From an optimization exercise on the open Yosys and OpenROAD flow, aimed at small area; shortcuts taken in it are not production practice. Only simulation tests tie the RTL to the original design; equivalence was not proved. Power and IR drop assume default switching activity. The clock port is modelled as an ideal driver; clocking choices that lean on that would not hold on a real chip.

run A:
==> flow/design.v <==
package sram_pkg;
  localparam int BYTE_W = 8;
endpackage
module sram_1r1w_be_clr
#(
  parameter int                DATA_W  = 64,
  parameter int                DEPTH   = 64,
  parameter int                ADDR_W  = $clog2(DEPTH),
  parameter int                RD_LAT  = 1,
  parameter logic [DATA_W-1:0] CLR_VAL = '0
) (
  input  logic                       clk,
  input  logic                       rst_n,
  input  logic                       clr_req,
  output logic                       clr_busy,
  input  logic                       wr_en,
  input  logic [ADDR_W-1:0]          wr_addr,
  input  logic [DATA_W/8-1:0]        wr_be,
  input  logic [DATA_W-1:0]          wr_data,
  input  logic                       rd_en,
  input  logic [ADDR_W-1:0]          rd_addr,
  output logic                       rd_valid,
  output logic [DATA_W-1:0]          rd_data
);
  localparam int NB = DATA_W / 8;
  logic              busy;
  logic [ADDR_W-1:0] clr_ptr;
  logic              ph;
  always_ff @(posedge clk or negedge rst_n) begin
    if (!rst_n) begin
      busy    <= 1'b1;
      clr_ptr <= '0;
      ph      <= 1'b0;
    end else begin
      ph <= ~ph;
      if (busy) begin
        clr_ptr <= clr_ptr + ADDR_W'(1);
        if (clr_ptr == ADDR_W'(DEPTH - 1)) busy <= 1'b0;
      end else if (clr_req) begin
        busy <= 1'b1;
      end
    end
  end
  assign clr_busy = busy;
  logic [ADDR_W-1:0] wa;
  logic              we;
  logic [NB-1:0]     wbe_n;
  logic [DATA_W-1:0] wcol;
  logic [7:0]        whi, wlo;
  assign wa    = busy ? clr_ptr : wr_addr;
  assign we    = busy | wr_en;
  assign wbe_n = ~(wr_be | {NB{busy}});
  for (genvar i = 0; i < 8; i++) begin : g_wdec
    assign whi[i] = we & (wa[5:3] == 3'(i));
    assign wlo[i] = (wa[2:0] == 3'(i));
  end
  for (genvar c = 0; c < DATA_W; c++) begin : g_wcol
    assign wcol[c] = busy ? (CLR_VAL[c] ^ ph) : (wr_be[c/8] ? (wr_data[c] ^ ph) : 1'b1);
  end
  logic [DATA_W-1:0] mem [DEPTH];
  for (genvar r = 0; r < DEPTH; r++) begin : g_row
    logic              keep;
    logic [DATA_W-1:0] q, d;
    sram_nand2 u_keep (.a(whi[r/8]), .b(wlo[r%8]), .y(keep));
    for (genvar b = 0; b < NB; b++) begin : g_byte
      logic ld;
      sram_nor2 u_ld (.a(keep), .b(wbe_n[b]), .y(ld));
      for (genvar i = 0; i < 8; i++) begin : g_bit
        sram_oai22 u_cell (.a1(q[8*b+i]), .a2(ld), .b1(wcol[8*b+i]), .b2(keep), .y(d[8*b+i]));
      end
    end
    always_ff @(posedge clk) q <= d;
    assign mem[r] = q;
  end
  logic              rv_q;
  logic [DATA_W-1:0] rd_q;
  logic [NB-1:0]     byp;
  always_ff @(posedge clk or negedge rst_n) begin
    if (!rst_n) rv_q <= 1'b0;
    else        rv_q <= rd_en & ~busy;
  end
  for (genvar b = 0; b < NB; b++) begin : g_byp
    assign byp[b] = wr_en & ~busy & (wr_addr == rd_addr) & wr_be[b];
  end
  logic [7:0]       rhi, rlo;
  logic [DEPTH-1:0] sel_n;
  for (genvar i = 0; i < 8; i++) begin : g_rdec
    assign rhi[i] = (rd_addr[5:3] == 3'(i));
    assign rlo[i] = (rd_addr[2:0] == 3'(i));
  end
  for (genvar r = 0; r < DEPTH; r++) begin : g_sel
    sram_nand2 u_sel (.a(rhi[r/8]), .b(rlo[r%8]), .y(sel_n[r]));
  end
  logic [DATA_W-1:0] rd_word;
  for (genvar c = 0; c < DATA_W; c++) begin : g_rcol
    logic [DEPTH/2-1:0] h;    
    for (genvar k = 0; k < DEPTH/2; k++) begin : g_l1
      sram_oai22 u_oai (.a1(mem[2*k][c]), .a2(sel_n[2*k]), .b1(mem[2*k+1][c]), .b2(sel_n[2*k+1]), .y(h[k]));
    end
    sram_rd_col u_col (.h(h), .ph(ph), .byp(byp[c/8]), .wd(wr_data[c]), .y(rd_word[c]));
  end
  always_ff @(posedge clk) rd_q <= rd_word;
  assign rd_valid = rv_q;
  assign rd_data  = rd_q;
endmodule
module sram_nand2 (
  input  logic a, b,
  output logic y
);
  assign y = ~(a & b);
endmodule
module sram_nor2 (
  input  logic a, b,
  output logic y
);
  assign y = ~(a | b);
endmodule
module sram_oai22 (
  input  logic a1, a2, b1, b2,
  output logic y
);
  assign y = ~((a1 | a2) & (b1 | b2));
endmodule
module sram_rd_col #(
  parameter int N = 32
) (
  input  logic [N-1:0] h,
  input  logic         ph,
  input  logic         byp,
  input  logic         wd,
  output logic         y
);
  assign y = byp ? wd : (~(|h) ^ ph);
endmodule
Settings: LEC_CHECK=0, ABC_CLOCK_PERIOD_IN_PS=5000, CAP_MARGIN=5, CORE_MARGIN=2, CORE_UTILIZATION=68, PLACE_DENSITY=0.78, SLEW_MARGIN=5, SYNTH_HIERARCHICAL=1; clock period 5.0 ns.
standard.sh (not shown) runs the stock make flow with config.mk's settings and CLKGATE_MAP_FILE= SYNTH_SCRIPT=/design/flow/synth_recipe.tcl, a recipe that flattens the netlist after the stock synthesis.
==> flow/flow/run.sh <==
#!/bin/bash
# Layout flow: the standard ORFS flow (standard.sh, unchanged synthesis),
# with these changes to how the layout is built:
#  - clock tree synthesis with larger sink clusters and no dummy loads;
#  - port buffers of the smallest buffer cell.
# Each run's full output goes to a log file in the work folder; ORFS also keeps
# its per-step logs under orfs/logs/.
set -euo pipefail
export CTS_ARGS="-sink_clustering_enable -repair_clock_nets -dont_use_dummy_load -sink_clustering_size 28 -sink_clustering_max_diameter 100"
export BUFFER_PORTS_ARGS="-buffer_cell sky130_fd_sc_hd__buf_2"
bash standard.sh synth > flow_synth.log 2>&1
bash standard.sh > flow_layout.log 2>&1
Run A finished end to end and its layout was clean on timing, DRC and antenna.
[inputs] run B vs run A
- a change of CAP_MARGIN from 5 to 20
- a change of SLEW_MARGIN from 5 to 20
-- flow/flow/run.sh --
<<< run A, line 9
export CTS_ARGS="-sink_clustering_enable -repair_clock_nets -dont_use_dummy_load -sink_clustering_size 28 -sink_clustering_max_diameter 100"
>>> run B, line 9
export CTS_ARGS="-sink_clustering_enable -repair_clock_nets -dont_use_dummy_load -sink_clustering_size 32 -sink_clustering_max_diameter 100"
--- outcome ---
The destination of the critical timing path comes out rd_q[46] in one run and rd_q[14] in the other, namely in run B and run A respectively.
Looking at run B and run A, the sequential power is a wash.
Run B has worst setup slack above what run A had.
Comparing run B and run A, total power is higher on run A.
Run B: PASS, flow complete, no timing, DRC or antenna violations
Inputs modified between run B and run C:
- CORE_UTILIZATION now 55, was 68
- PLACE_DENSITY no longer set, was 0.78
-- flow/flow/run.sh --
<<< run B, line 9
export CTS_ARGS="-sink_clustering_enable -repair_clock_nets -dont_use_dummy_load -sink_clustering_size 32 -sink_clustering_max_diameter 100"
>>> run C, line 9
export CTS_ARGS="-sink_clustering_enable -repair_clock_nets -dont_use_dummy_load -sink_clustering_size 28 -sink_clustering_max_diameter 100"
==> run notes <==
Run C reached the end of the flow, and the finished layout is clean on the timing, design-rule and antenna checks. Going from run B to run C, the part of the power in registers was found to have gone down by 0.8 points. The time the worst path needs with I/O delays and setup in run C was higher than what run B gave. Between run C and run B, setup slack after layout is higher for run B, run C comes in under that. Run C ends up with a count of clock-buffer cells in the layout that is 19 higher than in run B. In run C, routed wire length per instance is higher than in run B. Looking only at overall global routing resource usage, and setting everything else aside, the lower value of run C and run B goes to run C.
Changes in run D relative to run C:
-- flow/flow/run.sh --
<<< run C, line 5
#  - port buffers of the smallest buffer cell.
>>> run D, line 5
#  - port buffers of a small buffer cell;
#  - power recovery (downsizing gates with slack) after global routing.
<<< run C, line 9
export CTS_ARGS="-sink_clustering_enable -repair_clock_nets -dont_use_dummy_load -sink_clustering_size 28 -sink_clustering_max_diameter 100"
>>> run D, line 10
export CTS_ARGS="-sink_clustering_enable -repair_clock_nets -dont_use_dummy_load -sink_clustering_size 32 -sink_clustering_max_diameter 100"
<<< run C, line 11
>>> run D, line 12
export RECOVER_POWER=100
==> comparison <==
Run D finished every stage; the final checks, however, were not passed, the failures being capacitance limit, slew limit. Diff run C -> run D: number of global-route vias before repair now sits at about the same level; power share of the clock group fell 0.6 points. [diff] leakage dissipation, run D relative to run C: improvement. Run D vs run C: power consumption down. Compared with run C, run D shows a lower area added between synthesis and finish. Run D against run C: final-layout worst hold slack lower; routing usage on met3 roughly the same. ~same first-pass GRT wire length in run D and run C. Fmax: run D below run C. Final wirelength essentially unchanged between run C and run D.

port drivers added, routing unchanged:
Ports are ideal in the flow. The routed layouts listed here were re-timed in OpenROAD.
Step 1: set_driving_cell puts a clkbuf_16 on clk and a buf_2 on each other input, an assumption about the parent block.
Step 2 times the ports against the registers' clock, not the clock port: input delays grow and output delays shrink by t, the midpoint of the rising clock arrivals with the driver on.
Three values: ideal, step 1, step 2; two values: the first two.
run | shift t [ns] | setup slack, ns | clock arrival spread, ns | slew at the worst register clock pin (ns) | worst data-port slew with drivers (ns)
run A | 0.996 | 0.877 / 0.897 / -0.067 | 0.053 / 0.053 | 0.11 / 0.11 | 0.13
run B | 0.978 | 0.881 / 0.957 / -0.014 | 0.045 / 0.045 | 0.12 / 0.12 | 0.15
run C | 0.964 | 0.683 / 0.653 / -0.311 | 0.069 / 0.070 | 0.11 / 0.11 | 0.23
run D | 0.974 | 0.226 / 0.293 / -0.682 | 0.081 / 0.081 | 0.12 / 0.12 | 0.22
For run C, which loses most, drivers alone change the setup slack by -0.030 ns; drivers and shift together by -0.994 ns.
